Context: an optimization exercise on an open-source flow, tuned for small area, a short achievable clock period and few clock cycles per item. The choices shown serve that exercise and are no tape-out recipe. In this exercise RTL edits were held to simulation tests only and were not proved equivalent to the original. Power is estimated from default activity; no workload was simulated.

--- flow/config.mk ---
export PLATFORM = sky130hd
export DESIGN_NAME = heading_pid_steer_controller
export DESIGN_NICKNAME = heading_pid_steer_controller
export VERILOG_FILES = /design/flow/design.v
export SDC_FILE = /design/flow/constraint.sdc
export NUM_CORES = 4
export LEC_CHECK = 0
export ABC_CLOCK_PERIOD_IN_PS = 3200
export CAP_MARGIN = 20
export CORE_MARGIN = 2
export CORE_UTILIZATION = 40
export CTS_CLUSTER_DIAMETER = 120
export CTS_CLUSTER_SIZE = 24
export SETUP_SLACK_MARGIN = 2.4
export SLEW_MARGIN = 20
--- flow/constraint.sdc ---
create_clock -name core_clock -period 6.0 [get_ports {clock}]
set_input_delay 1.2000 -clock core_clock [delete_from_list [all_inputs] [get_ports {clock}]]
set_output_delay 1.2000 -clock core_clock [all_outputs]
set_load 0.01 [all_outputs]
--- flow/design.v ---
package hpid_pkg;
   localparam int OP_W        = 3;
   localparam int ANGLE_IN_W  = 18;
   localparam int THROTTLE_W  = 15;
   localparam int STEER_W     = 15;
   localparam int HEADING_W   = 16;
   localparam int INTEG_W     = 15;
   localparam int DIFF_W      = 17;
   localparam int DERIV_W     = 24;
   localparam int MULT_W      = 16;
   localparam int ACC_W       = 41;
   localparam int GAIN_W     = 16;
   localparam int LIMIT_W    = 14;
   localparam int BAND_W     = 15;
   localparam int PERIOD_W   = 16;
   localparam int RATE_W     = 10;
   localparam int CSR_IDX_W  = 3;
   localparam int CSR_DATA_W = 16;
   localparam logic [OP_W-1:0] OP_YAW      = 3'd0;
   localparam logic [OP_W-1:0] OP_TARGET   = 3'd1;
   localparam logic [OP_W-1:0] OP_ENABLE   = 3'd2;
   localparam logic [OP_W-1:0] OP_TICK     = 3'd3;
   localparam logic [OP_W-1:0] OP_THROTTLE = 3'd4;
   localparam int PI_Q     = 25736;
   localparam int TWO_PI_Q = 51472;
   localparam int TARGET_JUMP_MAX = 81;
endpackage
module hpid_benc (
   input  logic [15:0] b,
   output logic [8:0]  one,
   output logic [8:0]  two,
   output logic [8:0]  neg
);
   always_comb begin
      logic [16:0] bb;
      bb = {1'b0, b};
      for (int i = 0; i < 9; i++) begin
         logic x2, x1, x0;
         x2     = (2*i+1 <= 16) ? bb[2*i+1] : 1'b0;
         x1     = bb[2*i];
         x0     = (i == 0) ? 1'b0 : bb[2*i-1];
         one[i] = x1 ^ x0;
         two[i] = (x2 & ~x1 & ~x0) | (~x2 & x1 & x0);
         neg[i] = x2 & ~(x1 & x0);
      end
   end
endmodule
module hpid_smac (
   input  logic signed [23:0] a,
   input  logic        [8:0]  b_one,
   input  logic        [8:0]  b_two,
   input  logic        [8:0]  b_neg,
   input  logic               add15,
   input  logic               add11,
   output logic        [40:0] s,
   output logic        [40:0] c
);
   logic [40:0] rows [0:8];
   always_comb begin
      logic prev_neg;
      prev_neg = 1'b0;
      for (int i = 0; i < 9; i++) begin
         logic        one, two, neg;
         logic [24:0] sel, pp;
         logic [40:0] r;
         one = b_one[i];
         two = b_two[i];
         neg = b_neg[i];
         sel = one ? {a[23], a} : (two ? {a, 1'b0} : 25'd0);
         pp  = sel ^ {25{neg}};
         r   = '0;
         if (i == 0) begin
            r[23:0]  = pp[23:0];
            r[24]    = pp[24];
            r[25]    = pp[24];
            r[26]    = ~pp[24];
            for (int j = 27; j < 41; j += 2) r[j] = 1'b1;
         end else begin
            r[2*i +: 25] = {~pp[24], pp[23:0]};
            r[2*i-2] = prev_neg;
         end
         if (i == 8) begin
            r[15] = add15;
            r[11] = add11;
         end
         rows[i]  = r;
         prev_neg = neg;
      end
   end
   function automatic logic [81:0] csa(input logic [40:0] x, input logic [40:0] y,
                                       input logic [40:0] z);
      logic [40:0] sum, cy;
      sum = x ^ y ^ z;
      cy  = ((x & y) | (x & z) | (y & z)) << 1;
      csa = {sum, cy};
   endfunction
   logic [81:0] t0, t1, t2, t3, t4, t5, t6;
   always_comb begin
      t0 = csa(rows[0], rows[1], rows[2]);
      t1 = csa(rows[3], rows[4], rows[5]);
      t2 = csa(rows[6], rows[7], rows[8]);
      t3 = csa(t0[81:41], t0[40:0], t1[81:41]);
      t4 = csa(t1[40:0], t2[81:41], t2[40:0]);
      t5 = csa(t3[81:41], t3[40:0], t4[81:41]);
      t6 = csa(t5[81:41], t5[40:0], t4[40:0]);
      s  = t6[81:41];
      c  = t6[40:0];
   end
endmodule
import hpid_pkg::*;
module hpid_ctrl (
   input  logic                   clock,
   input  logic                   reset,
   input  logic [GAIN_W-1:0]      gain_p,
   input  logic [GAIN_W-1:0]      gain_i,
   input  logic [GAIN_W-1:0]      gain_d,
   input  logic [LIMIT_W-1:0]     steer_limit,
   input  logic [BAND_W-1:0]      error_band,
   input  logic [PERIOD_W-1:0]    tick_period,
   input  logic [RATE_W-1:0]      tick_rate,
   input  logic                   req_valid,
   output logic                   req_ready,
   input  logic [OP_W-1:0]        req_op,
   input  logic [ANGLE_IN_W-1:0]  req_angle_in,
   input  logic [THROTTLE_W-1:0]  req_throttle_in,
   input  logic                   req_enable_in,
   output logic                   rsp_valid,
   input  logic                   rsp_ready,
   output logic [STEER_W-1:0]     rsp_steer_out,
   output logic [THROTTLE_W-1:0]  rsp_throttle_out,
   output logic                   rsp_in_band
);
   logic                  c_v;
   logic [OP_W-1:0]       c_op;
   logic [ANGLE_IN_W-1:0] c_data;
   logic                  c_en;
   logic signed [2:0]     c_k;
   logic                  f1_v;
   logic [OP_W-1:0]       f1_op;
   logic [HEADING_W-1:0]  f1_w;
   logic                  f1_en;
   logic                        f3_v, f3_dis;
   logic signed [HEADING_W-1:0] f3_err;
   logic signed [HEADING_W-1:0]  yaw, target, prev;
   logic                         yaw_seen, enabled, clr_pend;
   logic signed [THROTTLE_W-1:0] thr;
   logic signed [INTEG_W-1:0]    integ;
   localparam logic [1:0] J_DIS  = 2'd0;
   localparam logic [1:0] J_BAND = 2'd1;
   localparam logic [1:0] J_OOB  = 2'd2;
   logic                         j_v;
   logic [1:0]                   j_kind;
   logic signed [HEADING_W-1:0]  j_err;
   logic signed [DIFF_W-1:0]     j_diff;
   logic signed [THROTTLE_W-1:0] j_thr;
   logic                         j_clr, j_dz;
   logic                         j_take;
   localparam logic [2:0] B_RDY = 3'd0;
   localparam logic [2:0] B_I2  = 3'd1;
   localparam logic [2:0] B_I3  = 3'd2;
   localparam logic [2:0] B_I4  = 3'd3;
   localparam logic [2:0] B_I5  = 3'd4;
   logic [2:0]                   b_st;
   logic signed [HEADING_W-1:0]  b_err;
   logic signed [DIFF_W-1:0]     b_diff;
   logic signed [THROTTLE_W-1:0] b_thr, e_thr;
   logic                         b_dz;
   logic signed [ACC_W-1:0]      acc;
   logic signed [HEADING_W-1:0] w;
   logic                        jump, tick_on;
   logic signed [HEADING_W-1:0] err;
   logic                        inband;
   logic signed [DIFF_W-1:0]    diff;
   logic                        stall, adv;
   always_comb begin
      logic signed [DIFF_W-1:0]     td, d;
      logic [HEADING_W-1:0]         eabs;
      w = c_data[HEADING_W-1:0] - HEADING_W'(c_k * TWO_PI_Q);
      td   = DIFF_W'($signed(f1_w)) - DIFF_W'(target);
      jump = (td > DIFF_W'(TARGET_JUMP_MAX)) || (td < -(DIFF_W'(TARGET_JUMP_MAX)));
      tick_on = (f1_op == OP_TICK) && enabled && yaw_seen;
      d = DIFF_W'(target) - DIFF_W'(yaw);
      if (d > DIFF_W'(PI_Q))         err = d[HEADING_W-1:0] - HEADING_W'(TWO_PI_Q);
      else if (d < -(DIFF_W'(PI_Q))) err = d[HEADING_W-1:0] + HEADING_W'(TWO_PI_Q);
      else                           err = d[HEADING_W-1:0];
      eabs   = f3_err[HEADING_W-1] ? -f3_err : f3_err;
      inband = eabs < HEADING_W'(error_band);
      diff   = DIFF_W'(f3_err) - DIFF_W'(prev);
      stall = f3_v && j_v && !j_take;
      adv   = !stall;
   end
   assign req_ready = !c_v || adv;
   logic signed [2:0] in_k;
   always_comb begin
      logic signed [ANGLE_IN_W-1:0] x;
      x = req_angle_in;
      if (req_op == OP_THROTTLE)              in_k = 3'sd0;
      else if (x > ANGLE_IN_W'(5 * PI_Q))     in_k = 3'sd3;
      else if (x > ANGLE_IN_W'(3 * PI_Q))     in_k = 3'sd2;
      else if (x > ANGLE_IN_W'(PI_Q))         in_k = 3'sd1;
      else if (x < -(ANGLE_IN_W'(5 * PI_Q)))  in_k = -3'sd3;
      else if (x < -(ANGLE_IN_W'(3 * PI_Q)))  in_k = -3'sd2;
      else if (x < -(ANGLE_IN_W'(PI_Q)))      in_k = -3'sd1;
      else                                    in_k = 3'sd0;
   end
   always_ff @(posedge clock) begin
      if (reset) begin
         c_v  <= 1'b0;
         f1_v <= 1'b0;
         f3_v <= 1'b0;
      end else if (adv) begin
         c_v  <= req_valid;
         f1_v <= c_v;
         f3_v <= f1_v && (tick_on || ((f1_op == OP_ENABLE) && !f1_en && enabled));
      end else if (req_valid && req_ready) begin
         c_v <= 1'b1;
      end
   end
   always_ff @(posedge clock) begin
      if (req_valid && req_ready) begin
         c_op   <= req_op;
         c_data <= (req_op == OP_THROTTLE) ? ANGLE_IN_W'(req_throttle_in) : req_angle_in;
         c_en   <= req_enable_in;
         c_k    <= in_k;
      end
      if (adv) begin
         f1_op  <= c_op;
         f1_w   <= w;
         f1_en  <= c_en;
         f3_dis <= (f1_op == OP_ENABLE);
         f3_err <= err;
      end
   end
   always_ff @(posedge clock) begin
      if (reset) begin
         yaw      <= '0;
         yaw_seen <= 1'b0;
         target   <= '0;
         enabled  <= 1'b0;
         prev     <= '0;
         clr_pend <= 1'b0;
         thr      <= '0;
      end else if (adv) begin
         if (f3_v && !f3_dis) begin
            prev     <= f3_err;
            clr_pend <= 1'b0;
         end
         if (f1_v) begin
            unique case (f1_op)
               OP_YAW: begin
                  yaw      <= f1_w;
                  yaw_seen <= 1'b1;
               end
               OP_TARGET: begin
                  if (jump) begin
                     prev     <= '0;
                     clr_pend <= 1'b1;
                  end
                  target <= f1_w;
               end
               OP_ENABLE: begin
                  if (f1_en && !enabled) begin
                     prev     <= '0;
                     clr_pend <= 1'b1;
                  end else if (!f1_en && enabled) begin
                     thr <= '0;
                  end
                  enabled <= f1_en;
               end
               OP_THROTTLE: begin
                  thr <= f1_w[THROTTLE_W-1:0];
               end
               default: begin
               end
            endcase
         end
      end
   end
   always_ff @(posedge clock) begin
      if (reset) begin
         j_v <= 1'b0;
      end else if (f3_v && adv) begin
         j_v <= 1'b1;
      end else if (j_take) begin
         j_v <= 1'b0;
      end
   end
   always_ff @(posedge clock) begin
      if (f3_v && adv) begin
         j_kind <= f3_dis ? J_DIS : (inband ? J_BAND : J_OOB);
         j_err  <= f3_err;
         j_diff <= diff;
         j_thr  <= thr;
         j_clr  <= clr_pend;
         j_dz   <= (f3_err == prev);
      end
   end
   logic                      out_free;
   logic                      tp_drain, bp_first;
   logic                      take_oob, take_band, emit_job, fill_bp, e_fire, bp_fire;
   logic signed [INTEG_W-1:0] integ_new;
   logic signed [DERIV_W-1:0] deriv_sat;
   logic signed [STEER_W-1:0] steer_sat;
   logic                         bp_v, bp_behind, bp_band;
   logic signed [THROTTLE_W-1:0] bp_thr;
   logic signed [23:0] x_a, x_a_in;
   logic [15:0]        x_b_in;
   logic [8:0]         x_one, x_two, x_neg, enc_one, enc_two, enc_neg;
   logic               x_v, x_acc, x_gd, x_c15, x_c11;
   logic               x_v_in, x_acc_in, x_gd_in, x_c15_in, x_c11_in;
   logic [40:0]        y_s, y_c, mul_s, mul_c;
   logic               y_v, y_acc, y_gd, y_int;
   logic               x_int, x_int_in;
   logic [ACC_W-1:0]   z_add;
   logic               e_v;
   hpid_benc u_benc (
      .b   (x_b_in),
      .one (enc_one),
      .two (enc_two),
      .neg (enc_neg)
   );
   hpid_smac u_mac (
      .a     (x_a),
      .b_one (x_one),
      .b_two (x_two),
      .b_neg (x_neg),
      .add15 (x_c15),
      .add11 (x_c11),
      .s     (mul_s),
      .c     (mul_c)
   );
   always_comb begin
      logic signed [17:0]        i_sum;
      logic [14:0]               hi;
      logic [13:0]               lo;
      logic [14:0]               lo_plus;
      out_free = !rsp_valid || rsp_ready;
      tp_drain = x_gd || y_gd || e_v;
      bp_first = bp_v && !bp_behind;
      e_fire  = e_v && out_free && !bp_first;
      bp_fire = bp_first && out_free;
      take_oob  = (b_st == B_RDY) && j_v && (j_kind == J_OOB) &&
                  (!tp_drain || (!rsp_valid && !bp_first));
      take_band = ((b_st == B_RDY) || (b_st == B_I4) || (b_st == B_I5)) && j_v &&
                  (j_kind != J_OOB) && !bp_v;
      emit_job  = take_band && (b_st == B_RDY) && !tp_drain && out_free;
      fill_bp   = take_band && !emit_job;
      j_take    = take_oob || take_band;
      i_sum   = acc[33:16];
      if (i_sum > 18'sd8192)       integ_new = 15'sd8192;
      else if (i_sum < -18'sd8192) integ_new = -15'sd8192;
      else                         integ_new = i_sum[INTEG_W-1:0];
      if (acc[27:23] != {5{acc[27]}})
         deriv_sat = acc[27] ? 24'sh800000 : 24'sh7FFFFF;
      else
         deriv_sat = acc[23:0];
      hi      = acc[40:26];
      lo      = acc[25:12];
      lo_plus = 15'(lo) + 15'(steer_limit);
      if (!acc[40]) begin
         if ((hi != '0) || (lo > steer_limit)) steer_sat = STEER_W'(steer_limit);
         else                                  steer_sat = STEER_W'(lo);
      end else begin
         if ((hi != '1) || !lo_plus[14])       steer_sat = -(STEER_W'(steer_limit));
         else                                  steer_sat = {1'b1, lo};
      end
      x_a_in   = 24'(j_err);
      x_b_in   = tick_period;
      x_v_in   = 1'b0;
      x_acc_in = 1'b0;
      x_gd_in  = 1'b0;
      x_c15_in = 1'b0;
      x_c11_in = 1'b0;
      x_int_in = 1'b0;
      unique case (b_st)
         B_I2: begin
            if (b_dz) begin
               x_a_in   = 24'(b_err);
               x_b_in   = gain_p;
               x_c11_in = 1'b1;
            end else begin
               x_a_in = 24'(b_diff);
               x_b_in = 16'(tick_rate);
            end
            x_v_in = 1'b1;
         end
         B_I3: begin
            x_a_in   = 24'(b_err);
            x_b_in   = gain_p;
            x_v_in   = !b_dz;
            x_c11_in = 1'b1;
         end
         B_I4: begin
            x_a_in   = 24'(integ_new);
            x_b_in   = gain_i;
            x_v_in   = 1'b1;
            x_acc_in = 1'b1;
            x_gd_in  = b_dz;
         end
         B_I5: begin
            x_a_in   = deriv_sat;
            x_b_in   = gain_d;
            x_v_in   = 1'b1;
            x_acc_in = 1'b1;
            x_gd_in  = 1'b1;
         end
         default: begin
            x_v_in   = take_oob;
            x_c15_in = 1'b1;
            x_int_in = !j_clr;
         end
      endcase
   end
   always_ff @(posedge clock) begin
      if (reset) begin
         b_st  <= B_RDY;
         integ <= '0;
         x_v   <= 1'b0;
         x_gd  <= 1'b0;
         y_v   <= 1'b0;
         y_gd  <= 1'b0;
         e_v   <= 1'b0;
         bp_v  <= 1'b0;
      end else begin
         unique case (b_st)
            B_RDY: if (take_oob) b_st <= B_I2;
            B_I2:  b_st <= B_I3;
            B_I3:  b_st <= B_I4;
            B_I4:  b_st <= b_dz ? B_RDY : B_I5;
            default: b_st <= B_RDY;
         endcase
         if (take_band && (j_kind == J_BAND)) begin
            integ <= '0;
         end else if (b_st == B_I4) begin
            integ <= integ_new;
         end
         x_v  <= x_v_in;
         x_gd <= x_gd_in;
         y_v  <= x_v;
         y_gd <= x_gd;
         if (y_gd) begin
            e_v <= 1'b1;
         end else if (e_fire) begin
            e_v <= 1'b0;
         end
         if (fill_bp) begin
            bp_v <= 1'b1;
         end else if (bp_fire) begin
            bp_v <= 1'b0;
         end
      end
   end
   always_ff @(posedge clock) begin
      x_a   <= x_a_in;
      x_one <= enc_one;
      x_two <= enc_two;
      x_neg <= enc_neg;
      x_acc <= x_acc_in;
      x_c15 <= x_c15_in;
      x_c11 <= x_c11_in;
      y_s   <= mul_s;
      y_c   <= mul_c;
      y_acc <= x_acc;
      x_int <= x_int_in;
      y_int <= x_int;
      if (y_v) begin
         acc <= y_s + y_c + z_add;
      end
      if (take_oob) begin
         b_err  <= j_err;
         b_diff <= j_diff;
         b_thr  <= j_thr;
         b_dz   <= j_dz;
      end
      if (x_gd_in) begin
         e_thr <= b_thr;
      end
      if (fill_bp) begin
         bp_thr    <= (j_kind == J_BAND) ? j_thr : '0;
         bp_band   <= (j_kind == J_BAND);
         bp_behind <= (b_st != B_RDY) || (tp_drain && !e_fire);
      end else if (e_fire) begin
         bp_behind <= 1'b0;
      end
   end
   always_comb begin
      if (y_acc)      z_add = acc;
      else if (y_int) z_add = ACC_W'({{(ACC_W-16-INTEG_W){integ[INTEG_W-1]}}, integ, 16'd0});
      else            z_add = '0;
   end
   always_ff @(posedge clock) begin
      if (reset) begin
         rsp_valid <= 1'b0;
      end else if (e_fire || bp_fire || emit_job) begin
         rsp_valid <= 1'b1;
      end else if (rsp_ready) begin
         rsp_valid <= 1'b0;
      end
   end
   always_ff @(posedge clock) begin
      if (e_fire) begin
         rsp_steer_out    <= steer_sat;
         rsp_throttle_out <= e_thr;
         rsp_in_band      <= 1'b0;
      end else if (bp_fire) begin
         rsp_steer_out    <= '0;
         rsp_throttle_out <= bp_thr;
         rsp_in_band      <= bp_band;
      end else if (emit_job) begin
         rsp_steer_out    <= '0;
         rsp_throttle_out <= (j_kind == J_BAND) ? j_thr : '0;
         rsp_in_band      <= (j_kind == J_BAND);
      end
   end
endmodule
import hpid_pkg::*;
module heading_pid_steer_controller (
   input  logic                  clock,
   input  logic                  reset,
   input  logic                  req_valid,
   output logic                  req_ready,
   input  logic [OP_W-1:0]       req_op,
   input  logic [ANGLE_IN_W-1:0] req_angle_in,
   input  logic [THROTTLE_W-1:0] req_throttle_in,
   input  logic                  req_enable_in,
   output logic                  rsp_valid,
   input  logic                  rsp_ready,
   output logic [STEER_W-1:0]    rsp_steer_out,
   output logic [THROTTLE_W-1:0] rsp_throttle_out,
   output logic                  rsp_in_band,
   input  logic                  csr_wr_en,
   input  logic [CSR_IDX_W-1:0]  csr_index,
   input  logic [CSR_DATA_W-1:0] csr_wr_data
);
   logic [GAIN_W-1:0]   gain_p, gain_i, gain_d;
   logic [LIMIT_W-1:0]  steer_limit;
   logic [BAND_W-1:0]   error_band;
   logic [PERIOD_W-1:0] tick_period;
   logic [RATE_W-1:0]   tick_rate;
   always_ff @(posedge clock) begin
      if (reset) begin
         gain_p      <= 16'd8192;
         gain_i      <= 16'd410;
         gain_d      <= 16'd1229;
         steer_limit <= 14'd8192;
         error_band  <= 15'd410;
         tick_period <= 16'd1311;
         tick_rate   <= 10'd50;
      end else if (csr_wr_en) begin
         unique case (csr_index)
            3'd0: gain_p      <= csr_wr_data[GAIN_W-1:0];
            3'd1: gain_i      <= csr_wr_data[GAIN_W-1:0];
            3'd2: gain_d      <= csr_wr_data[GAIN_W-1:0];
            3'd3: steer_limit <= csr_wr_data[LIMIT_W-1:0];
            3'd4: error_band  <= csr_wr_data[BAND_W-1:0];
            3'd5: tick_period <= csr_wr_data[PERIOD_W-1:0];
            3'd6: tick_rate   <= csr_wr_data[RATE_W-1:0];
            default: begin
            end
         endcase
      end
   end
   hpid_ctrl u_ctrl (
      .clock            (clock),
      .reset            (reset),
      .gain_p           (gain_p),
      .gain_i           (gain_i),
      .gain_d           (gain_d),
      .steer_limit      (steer_limit),
      .error_band       (error_band),
      .tick_period      (tick_period),
      .tick_rate        (tick_rate),
      .req_valid        (req_valid),
      .req_ready        (req_ready),
      .req_op           (req_op),
      .req_angle_in     (req_angle_in),
      .req_throttle_in  (req_throttle_in),
      .req_enable_in    (req_enable_in),
      .rsp_valid        (rsp_valid),
      .rsp_ready        (rsp_ready),
      .rsp_steer_out    (rsp_steer_out),
      .rsp_throttle_out (rsp_throttle_out),
      .rsp_in_band      (rsp_in_band)
   );
endmodule
--- flow/run.sh ---
#!/bin/bash
# synth_recipe.tcl (not shown) runs the flow's synth.tcl, then flattens the netlist and writes it again
# the make line also repeats each setting of config.mk as NAME=value (left out here)
make -C /OpenROAD-flow-scripts/flow DESIGN_CONFIG=/design/flow/config.mk WORK_HOME=/design/flow/orfs CLKGATE_MAP_FILE= SYNTH_SCRIPT=/design/flow/synth_recipe.tcl finish
==> results of run 1 <==
placed cells by master (no fill, tap or decap), types with 145 or more instances in the layout:
| cell type | netlist | final |
|---|---|---|
| nand2_1 | 580 | 574 |
| inv_1 | 402 | 393 |
| dfxtp_1 | 331 | 286 |
| edfxtp_1 | 264 | 264 |
| a21oi_1 | 258 | 234 |
| xnor2_1 | 208 | 198 |
| fa_1 | 203 | 196 |
| ha_1 | 200 | 177 |
| o21ai_0 | 190 | 175 |
| nor2_1 | 155 | 145 |
metal layers:
metal	track usage	wire [um]	share of wire
met3	0.01859	4399	0.042
met2	0.3603	50490	0.49
met1	0.2862	45670	0.44
met5	0	13	0.00013
met4	0.05527	3107	0.030
path summary, 6_finish.rpt:
| check | slack (ps) | cells past startpoint | end |
|---|---|---|---|
| hold reg to reg | 350 | 0 | u_ctrl.y_acc |
| setup reg to reg | 2310 | 16 | u_ctrl.acc[39] |
| setup / recovery | 2310 | 16 | u_ctrl.acc[39] |
| hold / removal | 350 | 0 | u_ctrl.y_acc |
flip-flops by register name, indices dropped and copies added, names as in the netlist, 17 cells and up:
register,cells
u_ctrl.j_diff,17
u_ctrl.x_a,24
u_ctrl.b_diff,17
u_ctrl.y_c,36
u_ctrl.acc,41
u_ctrl.y_s,41
through the flow:
| step | area (um^2) | utilization | hold WS [ps] | cells |
|---|---|---|---|---|
| after floorplan | 37590 | - | 309.6 | 3985 |
| after global placement | 39700 | 0.4260 | 324.4 | 5163 |
| after detailed placement | 39700 | 0.4260 | 343.0 | 5163 |
| after CTS | 41770 | 0.4482 | 357.9 | 5276 |
| after global routing | 43120 | 0.4627 | 356.5 | 5343 |
| final | 43120 | 0.4627 | 352.3 | 5343 |
worst max-delay path, cell delays in order, from the launching register on:
cell and delay [ps]:
dfxtp_4 400, buf_6 140, and2_1 130, ha_1 180, ha_1 230, fa_1 470
a21o_1 210, a21oi_4 180, o21a_2 220, o21ai_4 100, o31ai_4 310, a21oi_4 110
o221ai_4 220, o31ai_2 110, a21oi_2 170, o21ai_1 80, xor2_1 160
layout make-up:
type / count / area, um^2
multi-input cells: 2764 / 21900
clock inverters: 6 / 96.34
clock buffers: 48 / 819.5
flip-flops and latches: 595 / 14650
well taps: 1254 / 1569
fillers: 8796 / 50070
repair buffers: 271 / 2554
inverters: 405 / 1535
cell families after synthesis:
kind of cell	count (synthesis)	share of synthesized area
AO/OA/AOI/OAI	898	0.1535
XOR/XNOR	318	0.07412
adder cells (fa/ha/maj)	403	0.1747
buffers and inverters	630	0.06323
flip-flops	595	0.3873
multiplexers	59	0.01685
AND/OR/NAND/NOR	1082	0.1302
power by group:
group          switching [mW]  internal, mW
Clock                    1.39         0.973
Combinational            2.96          2.40
Sequential              0.308          4.72
Total                    4.65          8.09
repair_timing:
item                       CTS  global route
buffers inserted            53            59
hold buffers                 0             0
gates cloned                 6             6
setup endpoints to repair  180            98
pin swaps                   44            59
gates resized for setup    163           182
==> qor.yml, run 1 <==
die_w_um: 310.5
cp_max_fo: 7
core-area_um2: 93190
cts_sinks: 595
via_count: 28607
synth_fp_nets: 4449
rsz0062_at_grt: "yes"
finalSetupViolCount: 0
dp_slack_ps: 1376
grt_use_total: 0.2106
yosysWarnings: 5
ir_drop_mv: 0.2631
finalPower_mw: 12.74
area_growth_pct: 14.75
worst_pin_slew_ps: 1039
clk_latency_ps: 650
crit_type: "register to register"
dieHeight_um: 310.5
crit_required_ps: 6380
cts_tree: "yes"
hold_class: "register to register"
drv_slew: 0
initial_core_util: 0.4032
ys.flop_type: "dfxtp_1"
gp_congestion: 0.8999
grt.overflow.total: 0
grt_pass1_vias: 27819
yosysMostFrequentCell: "nand2_1"
critPathLaunch: "u_ctrl.y_acc"
synth_common_cells: "580 x nand2_1, 402 x inv_1, 331 x dfxtp_1"
wl_per_cell_um: 19.40
grt_pass1_wl_mm: 160.4
cts_htree_levels: 1
critPathCaptureType: "register"
cts_buffer_depth: 3
hold_viol: 0
fin_crit_ps: 3686
drtPass1Iterations: 6
diodes: 0
numCtsBuffers: 30
syn-instance-count: 3985
period_share: 0.6143
synthArstFlopShare: 0
io_pins: 94
final_nets: 4531
cp-start-kind: "register"
fmax_mhz: 271.3
fin_worst_skew_ps: 26.61
routed_wl_mm: 103.7
rows: 112
die-area_um2: 96410
synth.ff_latch_count: 595
hpwlAfterDp_mm: 74.03
drtIter0Drc: 2102
route.detailed.drc: 0
synthesis.area_um2: 37580
cp.arrival_ps: 4070
yosysSeqAreaShare: 0.3873
leakage_nw: 17.11
syn_area_per_cell_um2: 9.429
timing.rr.start: "u_ctrl.y_acc"
clkSlewWorstSetupHoldPaths_ps: 100
max_slew_margin: 0.3054
synth_area_leader_cell: "edfxtp_1"
drive_gt1_frac: 0.1208
tns_ps: 0
power_density_nw_per_um2: 295.4
yosys-top-cells-area: "edfxtp_1 21%, dfxtp_1 18%, fa_1 11%"
grt_max_degree: 92
routed_via_density: 5.354
status: "complete, no violations"
min-delay-start: "u_ctrl.x_acc"
synth_cell_type_count: 82
antenna_found_initial: 2
clockRootBuffer: "clkbuf_16"
synth.top_cell.area_share: 0.2110
finalWorstSetupSlack_ps: 2314
synth_edf_count: 264
drv_cap: 0
ant_nets: 0
port-buffer-count: 93
Testbench counts, summed over its fixed seeds: cycles 8,109, items 1,961.
==> run 2: changes to the inputs <==
--- a/flow/design.v
+++ b/flow/design.v
@@ -174,14 +174,19 @@
    logic                        stall, adv;
    always_comb begin
-      logic signed [DIFF_W-1:0]     td, d;
+      logic                         d_hi, d_lo;
+      logic signed [HEADING_W-1:0]  e_0, e_m, e_p;
       logic [HEADING_W-1:0]         eabs;
       w = c_data[HEADING_W-1:0] - HEADING_W'(c_k * TWO_PI_Q);
-      td   = DIFF_W'($signed(f1_w)) - DIFF_W'(target);
-      jump = (td > DIFF_W'(TARGET_JUMP_MAX)) || (td < -(DIFF_W'(TARGET_JUMP_MAX)));
+      jump = ((DIFF_W'($signed(f1_w)) - DIFF_W'(target) - DIFF_W'(TARGET_JUMP_MAX + 1)) >= 0) ||
+             ((DIFF_W'(target) - DIFF_W'($signed(f1_w)) - DIFF_W'(TARGET_JUMP_MAX + 1)) >= 0);
       tick_on = (f1_op == OP_TICK) && enabled && yaw_seen;
-      d = DIFF_W'(target) - DIFF_W'(yaw);
-      if (d > DIFF_W'(PI_Q))         err = d[HEADING_W-1:0] - HEADING_W'(TWO_PI_Q);
-      else if (d < -(DIFF_W'(PI_Q))) err = d[HEADING_W-1:0] + HEADING_W'(TWO_PI_Q);
-      else                           err = d[HEADING_W-1:0];
+      d_hi = (DIFF_W'(target) - DIFF_W'(yaw) - DIFF_W'(PI_Q + 1)) >= 0;
+      d_lo = (DIFF_W'(target) - DIFF_W'(yaw) + DIFF_W'(PI_Q)) < 0;
+      e_0  = target - yaw;
+      e_m  = target - yaw - HEADING_W'(TWO_PI_Q);
+      e_p  = target - yaw + HEADING_W'(TWO_PI_Q);
+      if (d_hi)      err = e_m;
+      else if (d_lo) err = e_p;
+      else           err = e_0;
       eabs   = f3_err[HEADING_W-1] ? -f3_err : f3_err;
       inband = eabs < HEADING_W'(error_band);
==> flow/config.mk (replaced) <==
export PLATFORM = sky130hd
export DESIGN_NAME = heading_pid_steer_controller
export DESIGN_NICKNAME = heading_pid_steer_controller
export VERILOG_FILES = /design/flow/design.v
export SDC_FILE = /design/flow/constraint.sdc
export NUM_CORES = 4
export LEC_CHECK = 0
export ABC_CLOCK_PERIOD_IN_PS = 3000
export CAP_MARGIN = 20
export CORE_MARGIN = 2
export CORE_UTILIZATION = 65
export SETUP_SLACK_MARGIN = 2.5
export SLEW_MARGIN = 20
==> run 2 against run 1 <==
Still clean on timing, DRC and antenna. Synthesized area is 3.6% higher. Utilization is 30 points higher. First-iteration DRC count is 53% higher. Total power is 16% higher. Clock-buffer cell count is 26 higher. Clock skew hardly changed. Worst hold slack worse by 31 ps. Combinational power is 8.6% higher. Sequential power is 0.8% higher. Critical endpoint unchanged. Highest routed layer is now met4.
==> qor.yml, run 2 <==
synth_edf_count: 264
grt_pass1_vias: 29693
leakage_nw: 18.51
max_stage_delay_ps: 560
cts_sinks: 595
synth_area_leader_cell: "edfxtp_1"
yosysWarnings: 5
wl_per_cell_um: 21.69
internal-power_mw: 9.472
drtPass1Iterations: 5
place_area_um2: 40370
syn_area_per_cell_um2: 9.336
clk_latency_ps: 650
min-delay-start: "u_ctrl.x_int"
drive_gt1_frac: 0.1377
finalPower_mw: 14.72
synth_fp_nets: 4654
layout_commonest_cell: "nand2_1"
finalWorstSetupSlack_ps: 1979
die_w_um: 248.7
rows: 89
grt_pass1_wl_mm: 168.0
tns_ps: 0
antenna_found_initial: 0
fin_worst_skew_ps: 26.26
io_pins: 94
period_share: 0.6701
drv_slew: 0
timing.critical_path.buf_inv: 2
die-area_um2: 61860
syn-instance-count: 4169
grt_use_total: 0.3424
routed_via_density: 6.160
area_growth_pct: 16.55
power_frac_comb: 0.396
mostFrequentLayoutCells: "513 x nand2_1, 421 x inv_1, 280 x dfxtp_1"
final_nets: 4747
fin_crit_ps: 4021
synth.ff_latch_count: 595
crit_path_top_delay_cell: "fa_1"
dieHeight_um: 248.7
cts_buffer_depth: 3
via_count: 31337
cpMostUsedCell: "buf_4"
max_slew_margin: 0.2746
timing.rr.start: "u_ctrl.y_acc"
critPathCaptureType: "register"
route.detailed.drc: 0
cp_top_family: "compound AO/OA/AOI/OAI gates"
clockRootBuffer: "clkbuf_16"
r2r_slack_ps: 1980
clkSlewWorstSetupHoldPaths_ps: 70
ir_drop_mv: 0.3461
cp_max_fo: 8
hpwlAfterDp_mm: 75.22
ant_nets: 0
seqPwrFrac: 0.344
core-area_um2: 59130
hold_class: "register to register"
ff2ff_path_depth: 15
synthArstFlopShare: 0
grt.overflow.total: 0
worstReg2RegEnd: "u_ctrl.acc[39]"
drtIter0Drc: 3221
design_area_um2: 45360
cts_htree_levels: 2
cts_tree: "yes"
crit_required_ps: 6390
cp.arrival_ps: 4410
path_cells: "buf_4 > and2_1 > fa_1 > ha_4 > a211oi_2 > o211ai_1 > a41oi_4 > nor4_4 > a2111oi_2 > buf_4 > o31ai_4 > a31o_4 > a2111oi_4 > nor3_2 > xor2_1"
p_sw_frac: 0.3563
hold_viol: 0
hold_depth: 0
crit_type: "register to register"
drv_cap: 0
hold_buffers: 0
power_density_nw_per_um2: 324.4
gp_congestion: 0.9381
min_to: "u_ctrl.y_int"
port-buffer-count: 93
status: "complete, no violations"
grt_max_degree: 93
clkPwrFrac: 0.260
yosysSeqAreaShare: 0.3739
finalSetupViolCount: 0
initial_core_util: 0.6583
reg_top3: "u_ctrl.acc: 41 flops, u_ctrl.y_s: 41 flops, u_ctrl.y_c: 36 flops"
p_sw_mw: 5.244
routed_wl_mm: 110.3
synth_common_cells: "517 x nand2_1, 429 x inv_1, 331 x dfxtp_1"
worst_pin_slew_ps: 1086
n_fill_cell: 4201
synth_cell_type_count: 93
ys.flop_type: "dfxtp_1"
fmax_mhz: 248.7
synthesis.area_um2: 38920
dp_slack_ps: 1387
yosys-top-cells-area: "edfxtp_1 20%, dfxtp_1 17%, fa_1 10%"
numCtsBuffers: 60
rsz0062_at_grt: "yes"
cp-start-kind: "register"
synth.top_cell.area_share: 0.2037
yosysMostFrequentCell: "nand2_1"
run 2: worst max path at each step:
stage,start,end,cells past startpoint
CTS,u_ctrl.y_acc,u_ctrl.acc[39],16
global placement,u_ctrl.y_acc,u_ctrl.acc[39],15
global route,u_ctrl.y_acc,u_ctrl.acc[39],16
floorplan,u_ctrl.y_acc,u_ctrl.acc[39],18
finish,u_ctrl.y_acc,u_ctrl.acc[39],15
detailed placement,u_ctrl.y_acc,u_ctrl.acc[39],15
run 2: area by class of cell:
| cell class | instances | area (um^2) | area share |
|---|---|---|---|
| multi-input combinational | 2905 | 23330 | 0.5142 |
| antenna | 1 | 2.502 | 0.00005516 |
| timing repair inverter | 1 | 6.256 | 0.0001379 |
| clock buffer | 74 | 1637 | 0.03608 |
| tap | 773 | 967.2 | 0.02132 |
| inverter | 432 | 1643 | 0.03621 |
| timing repair buffer | 267 | 2725 | 0.06007 |
| clock inverter | 39 | 375.4 | 0.008274 |
| sequential | 595 | 14680 | 0.3237 |
run 2: power by group through the flow:
stage               registers, mW  logic, mW  clock network [mW]
global placement             5.14       4.68                   0
finish                       5.06       5.82                3.83
CTS                          5.05       5.27                3.86
floorplan                    4.94       3.70                   0
detailed placement           5.13       4.77                   0
global route                 5.07       6.43                4.03
run 2: repair_timing:
item,CTS,global route
pin swaps,31,116
cloned,9,7
gates resized for setup,192,217
endpoints found under the setup margin,142,116
setup buffers,64,51
run 2: cells by family (layout without fill, tap and decap cells):
logic type / Yosys count / after routing / synth area share
simple gates: 1154 / 1156 / 0.1369
compound gates: 939 / 939 / 0.1581
buf+inv: 671 / 813 / 0.06542
flops: 595 / 595 / 0.3739
fa+ha+maj: 424 / 424 / 0.1756
xor+xnor: 321 / 321 / 0.07242
mux: 65 / 65 / 0.01765
other cells: 0 / 1 / 0
run 2: per-layer routing:
metal / GRT usage / up-vias / part of all wire
met5: 0 / - / 0
met4: 0.1252 / 0 / 0.039
met3: 0.05005 / 265 / 0.092
met2: 0.5339 / 1511 / 0.46
met1: 0.4883 / 15143 / 0.41
li1: - / 14418 / -
run 2: metrics by stage:
step	utilization	instances	hold WS (ps)
final	0.7672	5087	321.4
after global placement	0.6826	4841	312.8
after CTS	0.7425	5028	324.7
after global routing	0.7672	5086	337.5
after detailed placement	0.6827	4842	312.8
after floorplan	-	4169	309.5
Testbench counts of run 2, summed over its fixed seeds: cycles 8,109, items 1,961.
==> run 3: changes to the inputs <==
--- a/flow/config.mk
+++ b/flow/config.mk
@@ -9,5 +9,5 @@
 export CAP_MARGIN = 20
 export CORE_MARGIN = 2
-export CORE_UTILIZATION = 65
+export CORE_UTILIZATION = 40
 export SETUP_SLACK_MARGIN = 2.5
 export SLEW_MARGIN = 20
==> run 3 against run 2 <==
Largest cell class unchanged. Critical endpoint is now u_ctrl.acc[37]. Routed wire length rose by 4.2%. Still clean. Utilization fell by 29 points. Highest routed layer unchanged. Total power rose by 4.6%. Combinational power rose by 2%. Largest power group unchanged.
==> qor.yml, run 3 <==
wl_per_cell_um: 20.47
gp_congestion: 0.8838
die-area_um2: 99820
crit_type: "register to register"
dp_slack_ps: 1269
worst_pin_slew_ps: 1039
drtIter0Drc: 2235
leakage_nw: 18.77
timing.critical_path.buf_inv: 7
period_share: 0.6629
hold_viol: 0
max_slew_margin: 0.3069
crit_path_top_delay_cell: "fa_1"
synth.ff_latch_count: 595
ir_drop_mv: 0.2658
final_nets: 4769
syn-instance-count: 4169
fin_util: 0.4820
tns_ps: 0
dp_cells: 5345
synth_common_cells: "517 x nand2_1, 429 x inv_1, 331 x dfxtp_1"
synthesis.area_um2: 38920
clkSlewWorstSetupHoldPaths_ps: 60
initial_core_util: 0.4031
drive_gt1_frac: 0.1487
status: "complete, no violations"
yosysWarnings: 5
fmax_mhz: 251.4
syn_area_per_cell_um2: 9.336
cts_buffer_depth: 3
route.detailed.drc: 0
place_area_um2: 41020
cts_sinks: 595
hold_class: "register to register"
finalWorstSetupSlack_ps: 2023
cp.arrival_ps: 4360
core-area_um2: 96570
dieHeight_um: 315.9
die_w_um: 315.9
cts_htree_levels: 3
ant_nets: 0
reg_top3: "u_ctrl.acc: 41 flops, u_ctrl.y_s: 41 flops, u_ctrl.y_c: 36 flops"
finalSetupViolCount: 0
drv_slew: 0
synth.top_cell.area_share: 0.2037
critPathCaptureType: "register"
clk_latency_ps: 630
cts_tree: "yes"
antenna_found_initial: 1
grt_pass1_vias: 29744
synth_fp_nets: 4654
io_pins: 94
synthArstFlopShare: 0
grt_max_degree: 70
max_stage_delay_ps: 500
drtPass1Iterations: 6
finalPower_mw: 15.40
layout_commonest_cell: "nand2_1"
cp-start-kind: "register"
grt_use_total: 0.2242
hpwlAfterDp_mm: 80.06
cp_top_family: "compound AO/OA/AOI/OAI gates"
fin_crit_ps: 3977
rows: 114
design_area_um2: 46550
rsz0062_at_grt: "yes"
numCtsBuffers: 70
yosysSeqAreaShare: 0.3739
area_growth_pct: 19.58
hold_slack_ps: 330.1
grt.overflow.total: 0
yosys-top-cells-area: "edfxtp_1 20%, dfxtp_1 17%, fa_1 10%"
grt_pass1_wl_mm: 174.6
synth_area_leader_cell: "edfxtp_1"
synth_cell_type_count: 93
drv_cap: 0
yosysMostFrequentCell: "nand2_1"
power_density_nw_per_um2: 330.8
diodes: 0
via_count: 30571
cp_max_fo: 5
port-buffer-count: 93
routed_via_density: 5.445
crit_required_ps: 6380
cpMostUsedCell: "buf_4"
fin_cells: 5614
synth_edf_count: 264
path_cells: "buf_12 > buf_6 > and2_4 > fa_1 > ha_4 > o21ai_4 > o211ai_1 > buf_4 > a41oi_4 > buf_12 > nor4_4 > a2111oi_4 > buf_4 > o31ai_4 > a31o_2 > buf_4 > buf_6 > a21oi_2 > xnor2_1"
mostFrequentLayoutCells: "511 x nand2_1, 417 x inv_1, 278 x dfxtp_1"
clockRootBuffer: "clkbuf_16"
ys.flop_type: "dfxtp_1"
fin_worst_skew_ps: 26.50
routed_wl_mm: 114.9
## run 3: cell counts after synthesis
Identical to the previous run, type by type.
## run 3: power by group
part	internal, mW	switching, mW	leakage, nW
Clock	2.66	1.76	1.17
Combinational	2.65	3.29	12.4
Sequential	4.72	0.314	5.22
Total	10.0	5.36	18.8
## run 3: cells by family after synthesis
logic type	share of synthesized area
buffers and inverters	0.06542
DFF	0.3739
xor gates and xnor gates	0.07242
AOI/OAI and AO/OA	0.1581
muxes	0.01765
and+or+nand+nor	0.1369
adders and majority gates	0.1756
## run 3: area by class of cell
class	count	area, um^2
timing repair buffer	280	2766
timing repair inverter	2	27.53
fill	8836	50020
clock inverter	29	339.1
sequential	595	14680
multi-input combinational	2903	23450
clock buffer	97	2049
inverter	432	1644
tap	1276	1597
## run 3: routing by layer
metal,part of all wire,up-vias,track usage
met5,0,-,0
met2,0.47,959,0.3688
met1,0.43,14923,0.2975
li1,-,14454,-
met4,0.044,0,0.09446
met3,0.054,235,0.02893
## run 3: what timing repair did
action                     in CTS  in global routing
cloned                          5                  9
pin swaps                      71                112
setup endpoints to repair     167                121
setup buffers                  66                 63
hold buffers                    0                  0
gates resized for setup       253                188
## run 3: worst paths after layout
check / start / to / slack, ps / cells after the start
worst min-delay path: u_ctrl.x_acc / u_ctrl.y_acc / 330 / 0
worst max register to register: u_ctrl.y_acc / u_ctrl.acc[37] / 2020 / 19
worst max-delay path: u_ctrl.y_acc / u_ctrl.acc[37] / 2020 / 19
worst min register to register: u_ctrl.x_acc / u_ctrl.y_acc / 330 / 0
==> run 4: changes to the inputs <==
--- a/flow/config.mk
+++ b/flow/config.mk
@@ -6,8 +6,8 @@
 export NUM_CORES = 4
 export LEC_CHECK = 0
-export ABC_CLOCK_PERIOD_IN_PS = 3000
+export ABC_CLOCK_PERIOD_IN_PS = 3500
 export CAP_MARGIN = 20
 export CORE_MARGIN = 2
 export CORE_UTILIZATION = 40
-export SETUP_SLACK_MARGIN = 2.5
+export SETUP_SLACK_MARGIN = 1.5
 export SLEW_MARGIN = 20
==> run 4 against run 3 <==
Utilization decreased by 3.1 points. Largest power group is now registers. Register-to-register slack got worse by 350 ps. First-iteration DRC count decreased by 6.6%. Final cell count decreased by 2.1%. Synthesized area unchanged. Non-clock buffer count decreased by 117.
==> qor.yml, run 4 <==
hold_slack_ps: 335.6
hpwlAfterDp_mm: 80.50
routed_wl_mm: 108.7
gp_congestion: 0.8982
cts_htree_levels: 3
cp.arrival_ps: 4700
r2r_slack_ps: 1670
diodes: 0
initial_core_util: 0.4031
fin_crit_ps: 4327
synth.ff_latch_count: 595
synth_common_cells: "517 x nand2_1, 429 x inv_1, 331 x dfxtp_1"
n_fill_cell: 9213
max_slew_margin: 0.2429
wl_per_cell_um: 19.78
antenna_found_initial: 2
p_sw_frac: 0.3461
seqPwrFrac: 0.353
die_w_um: 315.9
layout_commonest_cell: "nand2_1"
finalWorstSetupSlack_ps: 1673
drv_cap: 0
drtIter0Drc: 2088
synthArstFlopShare: 0
leakage_nw: 17.71
critPathCaptureType: "register"
rsz0062_at_grt: "yes"
cts_sinks: 595
core-area_um2: 96570
syn-instance-count: 4169
final_nets: 4648
area_growth_pct: 11.81
period_share: 0.7212
clk_latency_ps: 630
grt_pass1_wl_mm: 169.9
synth_cell_type_count: 93
dieHeight_um: 315.9
syn_area_per_cell_um2: 9.336
synthesis.area_um2: 38920
grt_max_degree: 65
finalPower_mw: 14.24
synth_edf_count: 264
drv_slew: 0
clkSlewWorstSetupHoldPaths_ps: 60
tns_ps: 0
routed_via_density: 5.383
worst_pin_slew_ps: 1136
ir_drop_mv: 0.2499
dp_slack_ps: 1273
place_area_um2: 41050
p_sw_mw: 4.929
numCtsBuffers: 68
synth_fp_nets: 4654
fin_util: 0.4507
internal-power_mw: 9.311
status: "complete, no violations"
hold_class: "register to register"
yosys-top-cells-area: "edfxtp_1 20%, dfxtp_1 17%, fa_1 10%"
synth_area_leader_cell: "edfxtp_1"
fmax_mhz: 231.1
grt_use_total: 0.2179
regArea_um2: 14560
via_count: 29581
rows: 114
yosysSeqAreaShare: 0.3739
crit_required_ps: 6370
dp_cells: 5362
synth.top_cell.area_share: 0.2037
yosysMostFrequentCell: "nand2_1"
drtPass1Iterations: 5
grt.overflow.total: 0
route.detailed.drc: 0
cts_buffer_depth: 3
grt_pass1_vias: 28927
drive_gt1_frac: 0.06447
yosysWarnings: 5
reg_top3: "u_ctrl.acc: 41 flops, u_ctrl.y_s: 41 flops, u_ctrl.y_c: 36 flops"
cts_tree: "yes"
design_area_um2: 43520
clockRootBuffer: "clkbuf_16"
ant_nets: 0
io_pins: 94
power_frac_comb: 0.345
cp_max_fo: 5
mostFrequentLayoutCells: "516 x nand2_1, 428 x inv_1, 328 x dfxtp_1"
fin_cells: 5495
ys.flop_type: "dfxtp_1"
multi_input_area_um2: 21930
fin_worst_skew_ps: 27.62
power_density_nw_per_um2: 327.2
hold_viol: 0
crit_type: "register to register"
cp-start-kind: "register"
die-area_um2: 99820
port-buffer-count: 93
clkPwrFrac: 0.302
finalSetupViolCount: 0
run 4: final cells by class:
class | instances | share of cell area
well taps | 1276 | 0.03668
flip-flops and latches | 595 | 0.3346
multi-input cells | 2903 | 0.5039
clock buffers | 97 | 0.04646
clock inverters | 29 | 0.007072
repair buffers | 163 | 0.03389
inverters | 432 | 0.03734
run 4: critical path: stages (launching register included):
cell	delay, ps
edfxtp_1	500
inv_1	240
nor2_1	100
fa_1	490
ha_1	390
nand3_1	260
nor2_1	190
nand3_1	200
a2111oi_1	540
nor3_2	170
a211oi_2	360
nor4b_1	120
o31ai_1	280
a21oi_1	120
xnor2_1	130
run 4: path summary, 6_finish.rpt:
path                        from              to  cells past startpoint
setup reg to reg  u_ctrl.acc[12]  u_ctrl.acc[40]                     14
setup / recovery  u_ctrl.acc[12]  u_ctrl.acc[40]                     14
hold / removal      u_ctrl.x_acc    u_ctrl.y_acc                      0
hold reg to reg     u_ctrl.x_acc    u_ctrl.y_acc                      0
run 4: repair_timing:
action	CTS	global route
gates cloned	0	0
hold endpoints to repair	0	0
setup buffers	1	5
pin swaps	1	3
resized for setup	5	17
hold buffers	0	0
endpoints found under the setup margin	4	21
run 4: logic make-up (layout without fill, tap and decap cells):
group           after synthesis  in the layout  synth area share
mux                          65             65           0.01765
xor+xnor                    321            321           0.07242
buf+inv                     671            721           0.06542
fa+ha+maj                   424            424            0.1756
compound gates              939            939            0.1581
flops                       595            595            0.3739
simple gates               1154           1154            0.1369
run 4: routing by layer:
metal,up-vias,global-route usage,part of all wire
met2,703,0.3722,0.49
met4,2,0.06829,0.030
met5,-,0,0.00012
met3,154,0.02709,0.045
li1,14207,-,-
met1,14515,0.2874,0.43
run 4: power by group through the flow:
stage / registers [mW] / clock network, mW / logic, mW
after floorplan: 4.94 / 0 / 3.63
after global placement: 5.12 / 0 / 4.82
after detailed placement: 5.11 / 0 / 4.89
after CTS: 5.03 / 4.37 / 4.93
after global routing: 5.05 / 4.52 / 5.56
final: 5.02 / 4.30 / 4.92
==> run 5: changes to the inputs <==
--- a/flow/config.mk
+++ b/flow/config.mk
@@ -10,4 +10,4 @@
 export CORE_MARGIN = 2
 export CORE_UTILIZATION = 40
-export SETUP_SLACK_MARGIN = 1.5
+export SETUP_SLACK_MARGIN = 2.0
 export SLEW_MARGIN = 20
==> run 5 against run 4 <==
Total power rose by 0.71%. Routed wire length fell by 0.32%. Setup slack improved by 340 ps. Worst hold slack improved by 7.7 ps. Global-route usage fell by 0.13 points. First-iteration DRC count rose by 4.7%. Synthesized area did not move. Clock skew fell by 7.3 ps. Clock-buffer cell count fell by 14. Final area rose by 1.2%. Critical path type unchanged. Largest power group is now combinational cells. Highest routed layer is now met4.
==> qor.yml, run 5 <==
drv_slew: 0
synthArstFlopShare: 0
rows: 114
routed_via_density: 5.380
synth_adder_area_share: 0.1756
yosys-top-cells-area: "edfxtp_1 20%, dfxtp_1 17%, fa_1 10%"
hold_slack_ps: 343.4
n_fill_cell: 9184
min-delay-start: "u_ctrl.x_acc"
grt_max_degree: 63
reg_top3: "u_ctrl.acc: 41 flops, u_ctrl.y_s: 41 flops, u_ctrl.y_c: 36 flops"
fmax_mhz: 250.8
hold_class: "register to register"
cp_max_fo: 17
drtIter0Drc: 2187
route.detailed.drc: 0
diodes: 0
grt.overflow.total: 0
antenna_found_initial: 1
fin_util: 0.4560
rsz0062_at_grt: "yes"
synth-xor-area-share: 0.07242
core-area_um2: 96570
grt_pass1_wl_mm: 168.6
synth_edf_count: 264
fin_cells: 5509
cts_tree: "yes"
drive_gt1_frac: 0.08221
critPathLaunch: "u_ctrl.y_acc"
max_slew_margin: 0.3040
ys.flop_type: "dfxtp_1"
mostFrequentLayoutCells: "515 x nand2_1, 427 x inv_1, 322 x dfxtp_1"
seqPwrFrac: 0.351
synth_compound_area_frac: 0.1581
clk_latency_ps: 620
status: "complete, no violations"
io_pins: 94
place_area_um2: 41020
syn_area_per_cell_um2: 9.336
hpwlAfterDp_mm: 79.49
initial_core_util: 0.4031
clkSlewWorstSetupHoldPaths_ps: 60
p_sw_mw: 5.009
hold_buffers: 0
cp-start-kind: "register"
max_stage_delay_ps: 550
power_density_nw_per_um2: 325.7
drv_cap: 0
synthSimpleGateAreaFrac: 0.1369
crit_type: "register to register"
fin_crit_ps: 3987
clkPwrFrac: 0.298
cts_htree_levels: 3
synth_fp_nets: 4654
p_sw_frac: 0.3493
clockRootBuffer: "clkbuf_16"
layout_commonest_cell: "nand2_1"
fin_worst_skew_ps: 20.27
via_count: 29636
dp_cells: 5357
cts_buffer_depth: 3
finalSetupViolCount: 0
finalWorstSetupSlack_ps: 2013
grt_pass1_vias: 29160
cts_sinks: 595
yosysMostFrequentCell: "nand2_1"
numCtsBuffers: 68
design_area_um2: 44030
cp_top_family: "simple AND/OR/NAND/NOR gates"
crit_required_ps: 6370
drtPass1Iterations: 5
synth.top_cell.area_share: 0.2037
routed_wl_mm: 108.4
synthMuxAreaShare: 0.01765
cp.arrival_ps: 4360
worst_pin_slew_ps: 1043
multi_input_area_um2: 22300
power_frac_comb: 0.351
leakage_nw: 17.88
hold_viol: 0
yosysSeqAreaShare: 0.3739
dp_slack_ps: 1247
synth_top_family_by_area: "adder cells"
tns_ps: 0
finalPower_mw: 14.34
synth.ff_latch_count: 595
synthesis.area_um2: 38920
internal-power_mw: 9.332
wl_per_cell_um: 19.67
grt_use_total: 0.2167
regArea_um2: 14570
timing.critical_path.buf_inv: 3
cpMostUsedCell: "a2111oi_4"
critPathCaptureType: "register"
ant_nets: 0
synth_cell_type_count: 93
die_w_um: 315.9
synth_common_cells: "517 x nand2_1, 429 x inv_1, 331 x dfxtp_1"
crit_path_top_delay_cell: "fa_1"
path_cells: "buf_12 > a21oi_1 > fa_1 > inv_1 > ha_2 > and3_1 > nand2_1 > or3_1 > nor4_4 > a2111oi_4 > buf_4 > o31ai_4 > a31o_4 > a2111oi_4 > nor3_2 > xor2_1"
area_growth_pct: 13.13
die-area_um2: 99820
syn-instance-count: 4169
timing.rr.start: "u_ctrl.y_acc"
port-buffer-count: 93
dieHeight_um: 315.9
final_nets: 4662
synth_area_leader_cell: "edfxtp_1"
period_share: 0.6645
gp_congestion: 0.9038
ir_drop_mv: 0.3532
yosysWarnings: 5
run 5: timing repair:
| action | in CTS | in global routing |
|---|---|---|
| endpoints found under the setup margin | 80 | 63 |
| resized for setup | 39 | 72 |
| hold endpoints to repair | 0 | 0 |
| cloned | 0 | 1 |
| pin swaps | 5 | 28 |
| setup buffers | 8 | 17 |
run 5: final timing paths:
check / end / slack (ps) / cells after the start
worst min-delay path: u_ctrl.y_acc / 340 / 0
worst max-delay path: u_ctrl.acc[39] / 2010 / 16
worst max register to register: u_ctrl.acc[39] / 2010 / 16
worst min register to register: u_ctrl.y_acc / 340 / 0
run 5: final cells by class:
cell class | count | area share
Multi-Input combinational cell | 2903 | 0.5063
Sequential cell | 595 | 0.3309
Clock buffer | 83 | 0.04350
Inverter | 432 | 0.03711
Timing Repair Buffer | 176 | 0.03631
Tap cell | 1276 | 0.03626
Clock inverter | 43 | 0.009405
Timing Repair inverter | 1 | 0.0001989
run 5: per-layer routing:
layer | up-vias | share of wire | global-route usage
li1 | 14233 | - | -
met1 | 14483 | 0.44 | 0.2859
met2 | 762 | 0.49 | 0.3702
met3 | 158 | 0.042 | 0.02394
met4 | 0 | 0.031 | 0.07184
met5 | - | 0 | 0
run 5: power groups by stage:
stage                     clock [mW]  sequential [mW]  combinational (mW)
after global placement             0             5.12                4.75
after detailed placement           0             5.12                4.78
after CTS                       4.35             5.04                4.88
after floorplan                    0             4.94                3.63
after global routing            4.51             5.06                5.69
final                           4.27             5.03                5.04
run 5: kinds of logic (layout without fill, tap and decap cells):
group | after synthesis | after routing
adders and majority gates | 424 | 424
AOI/OAI and AO/OA | 939 | 939
buffers and inverters | 671 | 735
DFF | 595 | 595
and+or+nand+nor | 1154 | 1154
xor gates and xnor gates | 321 | 321
muxes | 65 | 65
==> run 6: changes to the inputs <==
--- a/flow/design.v
+++ b/flow/design.v
@@ -166,5 +166,6 @@
    logic signed [THROTTLE_W-1:0] b_thr, e_thr;
    logic                         b_dz;
-   logic signed [ACC_W-1:0]      acc;
+   logic signed [ACC_W-1:0]      acc;         
+   logic [ACC_W-1:0]             zs, zc;      
    logic signed [HEADING_W-1:0] w;
    logic                        jump, tick_on;
@@ -317,5 +318,4 @@
    logic               y_v, y_acc, y_gd, y_int;
    logic               x_int, x_int_in;
-   logic [ACC_W-1:0]   z_add;
    logic               e_v;
    hpid_benc u_benc (
@@ -470,5 +470,6 @@
       y_int <= x_int;
       if (y_v) begin
-         acc <= y_s + y_c + z_add;
+         zs <= z_s_in;
+         zc <= z_c_in;
       end
       if (take_oob) begin
@@ -489,9 +490,22 @@
       end
    end
+   logic [ACC_W-1:0] f_s, f_c, z_s_in, z_c_in, t_s, t_c;
    always_comb begin
-      if (y_acc)      z_add = acc;
-      else if (y_int) z_add = ACC_W'({{(ACC_W-16-INTEG_W){integ[INTEG_W-1]}}, integ, 16'd0});
-      else            z_add = '0;
+      if (y_acc) begin
+         f_s = zs;
+         f_c = zc;
+      end else if (y_int) begin
+         f_s = ACC_W'({{(ACC_W-16-INTEG_W){integ[INTEG_W-1]}}, integ, 16'd0});
+         f_c = '0;
+      end else begin
+         f_s = '0;
+         f_c = '0;
+      end
+      t_s    = y_s ^ y_c ^ f_s;
+      t_c    = ((y_s & y_c) | (y_s & f_s) | (y_c & f_s)) << 1;
+      z_s_in = t_s ^ t_c ^ f_c;
+      z_c_in = ((t_s & t_c) | (t_s & f_c) | (t_c & f_c)) << 1;
    end
+   assign acc = zs + zc;
    always_ff @(posedge clock) begin
       if (reset) begin
--- a/flow/config.mk
+++ b/flow/config.mk
@@ -6,8 +6,8 @@
 export NUM_CORES = 4
 export LEC_CHECK = 0
-export ABC_CLOCK_PERIOD_IN_PS = 3500
+export ABC_CLOCK_PERIOD_IN_PS = 3000
 export CAP_MARGIN = 20
 export CORE_MARGIN = 2
 export CORE_UTILIZATION = 40
-export SETUP_SLACK_MARGIN = 2.0
+export SETUP_SLACK_MARGIN = 2.5
 export SLEW_MARGIN = 20
==> run 6 against run 5 <==
Critical path depth up 4. Flip-flop and latch count up 39. Still clean. First-iteration DRC count up 12%. Routed wire length up 11%. Clock power up 7.7%. Setup slack worse by 920 ps. Synthesized cell count up 3.5%. Via count up 7.9%. Register-to-register slack worse by 920 ps. Total power down 3.3%. Highest routed layer unchanged. Clock-buffer cell count up 14. Final cell count up 7.0%. Largest cell class unchanged.
==> qor.yml, run 6 <==
period_share: 0.8173
mostFrequentLayoutCells: "531 x nand2_1, 373 x inv_1, 303 x edfxtp_1"
ant_nets: 0
cp-start-kind: "register"
yosysSeqAreaShare: 0.3815
crit_required_ps: 6320
area_growth_pct: 20.86
synth_edf_count: 303
via_count: 31974
syn-instance-count: 4315
fin_worst_skew_ps: 61.60
grt_use_total: 0.2200
clkSlewWorstSetupHoldPaths_ps: 60
wl_per_cell_um: 20.33
clockRootBuffer: "clkbuf_16"
die-area_um2: 105600
fmax_mhz: 203.9
drv_slew: 0
cp_top_family: "simple AND/OR/NAND/NOR gates"
initial_core_util: 0.4040
status: "complete, no violations"
diodes: 0
drtIter0Drc: 2451
power_density_nw_per_um2: 278.3
synth_area_leader_cell: "edfxtp_1"
drtPass1Iterations: 7
gp_congestion: 0.9146
path_cells: "ha_2 > fa_2 > a211oi_4 > o21ai_4 > and3_4 > o31a_1 > o211ai_1 > nand4bb_1 > buf_6 > ha_4 > and4b_1 > a41oi_1 > a21oi_1 > nand2_1 > nand2_2 > nand4_1 > or4_4 > mux2i_4 > buf_6 > a2111oi_1"
max_slew_margin: 0.3174
cts_tree: "yes"
dp_slack_ps: 517.2
dieHeight_um: 325.0
cts_sinks: 634
grt_pass1_wl_mm: 183.2
drv_cap: 0
hold_buffers: 0
seqPwrFrac: 0.385
p_sw_frac: 0.3263
synth_common_cells: "540 x nand2_1, 388 x inv_1, 331 x dfxtp_1"
final_nets: 4992
port-buffer-count: 93
syn_area_per_cell_um2: 9.553
timing.critical_path.buf_inv: 2
ys.flop_type: "dfxtp_1"
yosysWarnings: 5
ir_drop_mv: 0.1928
reg_top3: "u_ctrl.y_s: 41 flops, u_ctrl.zs: 41 flops, u_ctrl.zc: 39 flops"
synth_fp_nets: 4840
layout_commonest_cell: "nand2_1"
n_fill_cell: 9438
finalWorstSetupSlack_ps: 1096
clk_latency_ps: 670
hold_viol: 0
route.detailed.drc: 0
hpwlAfterDp_mm: 84.95
r2r_slack_ps: 1100
antenna_found_initial: 0
worst_pin_slew_ps: 1022
synth_cell_type_count: 86
crit_path_top_delay_cell: "or4_4"
numCtsBuffers: 75
tns_ps: 0
internal-power_mw: 9.343
core-area_um2: 102000
hold_class: "register to register"
cpMostUsedCell: "buf_6"
cp_max_fo: 6
cp.arrival_ps: 5220
p_sw_mw: 4.525
cts_htree_levels: 3
grt.overflow.total: 0
die_w_um: 325.0
rows: 117
synthesis.area_um2: 41220
crit_type: "register to register"
synth.ff_latch_count: 634
clkPwrFrac: 0.332
grt_max_degree: 94
io_pins: 94
drive_gt1_frac: 0.1592
rsz0062_at_grt: "yes"
synthArstFlopShare: 0
yosysMostFrequentCell: "nand2_1"
yosys-top-cells-area: "edfxtp_1 22%, dfxtp_1 16%, fa_1 12%"
synth.top_cell.area_share: 0.2207
routed_via_density: 5.422
fin_crit_ps: 4904
leakage_nw: 19.49
routed_wl_mm: 119.9
power_frac_comb: 0.283
grt_pass1_vias: 31041
cts_buffer_depth: 3
critPathCaptureType: "register"
finalSetupViolCount: 0
max_stage_delay_ps: 520
## run 6: cell types whose count changed after synthesis, sizes merged, moves of 13 or more
| cell | delta |
|---|---|
| o221ai | +13 |
| o21a | +20 |
| nor2 | -23 |
| o21ai | +31 |
| fa | +38 |
| a2bb2o | -15 |
| and2 | +41 |
| xnor2 | -23 |
| nand2 | +23 |
| a22oi | +13 |
| inv | -42 |
| clkbuf | +19 |
| edfxtp | +39 |
| a22o | +19 |
## run 6: path summary, 6_finish.rpt
kind / startpoint / end / cells past startpoint
worst min register to register: u_ctrl.x_acc / u_ctrl.y_acc / 0
worst max register to register: u_ctrl.zc[2] / u_ctrl.rsp_steer_out[8] / 20
worst min-delay path: u_ctrl.x_acc / u_ctrl.y_acc / 0
worst max-delay path: u_ctrl.zc[2] / u_ctrl.rsp_steer_out[8] / 20
## run 6: layout make-up
cell class                 count  area (um^2)  share of cell area
clock buffer                  97         2054             0.04124
clock inverter                42        462.9            0.009292
tap                         1368         1712             0.03435
inverter                     389         1463             0.02936
timing repair buffer         332         3217             0.06457
multi-input combinational   3035        25070              0.5032
sequential                   634        15840              0.3180
## run 6: cells by family after synthesis
logic type / after synthesis / synth area share
AND/OR/NAND/NOR: 1202 / 0.1371
adder cells (fa/ha/maj): 464 / 0.1849
AO/OA/AOI/OAI: 1013 / 0.1595
flip-flops: 634 / 0.3815
XOR/XNOR: 306 / 0.06502
multiplexers: 49 / 0.01263
buffers and inverters: 647 / 0.05934
## run 6: worst reg2reg max path, stage by stage, from the launching register on
cell	delay, ps
edfxtp_1	390
ha_2	220
fa_2	380
a211oi_4	270
o21ai_4	100
and3_4	180
o31a_1	380
o211ai_1	220
nand4bb_1	170
buf_6	170
ha_4	270
and4b_1	200
a41oi_1	150
a21oi_1	150
nand2_1	110
nand2_2	100
nand4_1	100
or4_4	520
mux2i_4	220
buf_6	180
a2111oi_1	80
## run 6: per-stage QoR
stage / power [mW] / hold slack, ps / instances / cell area, um^2 / util
global route: 14.67 / 331.5 / 5897 / 49820 / 0.4883
CTS: 13.80 / 326.4 / 5827 / 48440 / 0.4747
detailed placement: 8.995 / 315.6 / 5582 / 43550 / 0.4268
global placement: 8.975 / 315.0 / 5582 / 43540 / 0.4268
floorplan: 7.794 / 309.6 / 4315 / 41440 / -
finish: 13.87 / 324.1 / 5897 / 49820 / 0.4883
## run 6: per-layer routing
metal	track usage	vias to the layer above	wire, um
li1	-	15172	-
met1	0.2969	15753	52830
met2	0.3669	866	57560
met3	0.02982	183	5775
met4	0.06713	0	3712
met5	0	-	0
## run 6: repair_timing
action | 4_1_cts | 5_1_grt
gates resized for setup | 336 | 177
setup buffers | 98 | 66
cloned | 8 | 3
pin swaps | 106 | 120
endpoints found under the setup margin | 224 | 128
## run 6: power groups by stage
| stage | Combinational (mW) | Clock [mW] | Sequential [mW] |
|---|---|---|---|
| 2_1_floorplan | 2.54 | 0 | 5.26 |
| 3_3_place_gp | 3.52 | 0 | 5.45 |
| 3_5_place_dp | 3.55 | 0 | 5.45 |
| 4_1_cts | 3.74 | 4.70 | 5.35 |
| 5_1_grt | 4.43 | 4.87 | 5.36 |
| 6_report | 3.93 | 4.60 | 5.33 |
Testbench counts of run 6, summed over its fixed seeds: cycles 8,109, items 1,961.

port drivers added, routing unchanged:
The flow's constraints put no driver on any port. The routed layouts listed below were extracted and timed again, unchanged, in two steps. Step 1 assumes that a clkbuf_16 drives the clock port and a buf_2 every other input. Step 2 also shifts input and output timing later by t, the mid clock arrival at the registers, as if the neighbouring blocks saw the same clock. Slacks: no drivers / after step 1 / after step 2; pairs: no drivers / after step 1.
run	shift t [ns]	slack for setup (ns)	worst hold slack (ns)	clock arrival spread, ns	pins driven straight from the clock port
run 1	0.698	2.314 / 2.314 / 2.213	0.352 / 0.352 / 0.352	0.032 / 0.032	1
run 2	0.697	1.979 / 1.979 / 1.968	0.321 / 0.321 / 0.321	0.027 / 0.027	1
run 3	0.675	2.023 / 2.023 / 1.935	0.330 / 0.330 / 0.330	0.038 / 0.039	1
run 4	0.679	1.673 / 1.625 / 1.673	0.336 / 0.336 / 0.336	0.028 / 0.028	1
run 5	0.680	2.013 / 2.013 / 1.956	0.343 / 0.343 / 0.343	0.022 / 0.022	1
run 6	0.711	1.096 / 1.096 / 1.096	0.324 / 0.324 / 0.324	0.062 / 0.063	1
After both steps every run listed still meets setup and hold. For run 1, which loses most, drivers alone change the setup slack by 0.000 ns; drivers and shift together by -0.101 ns.
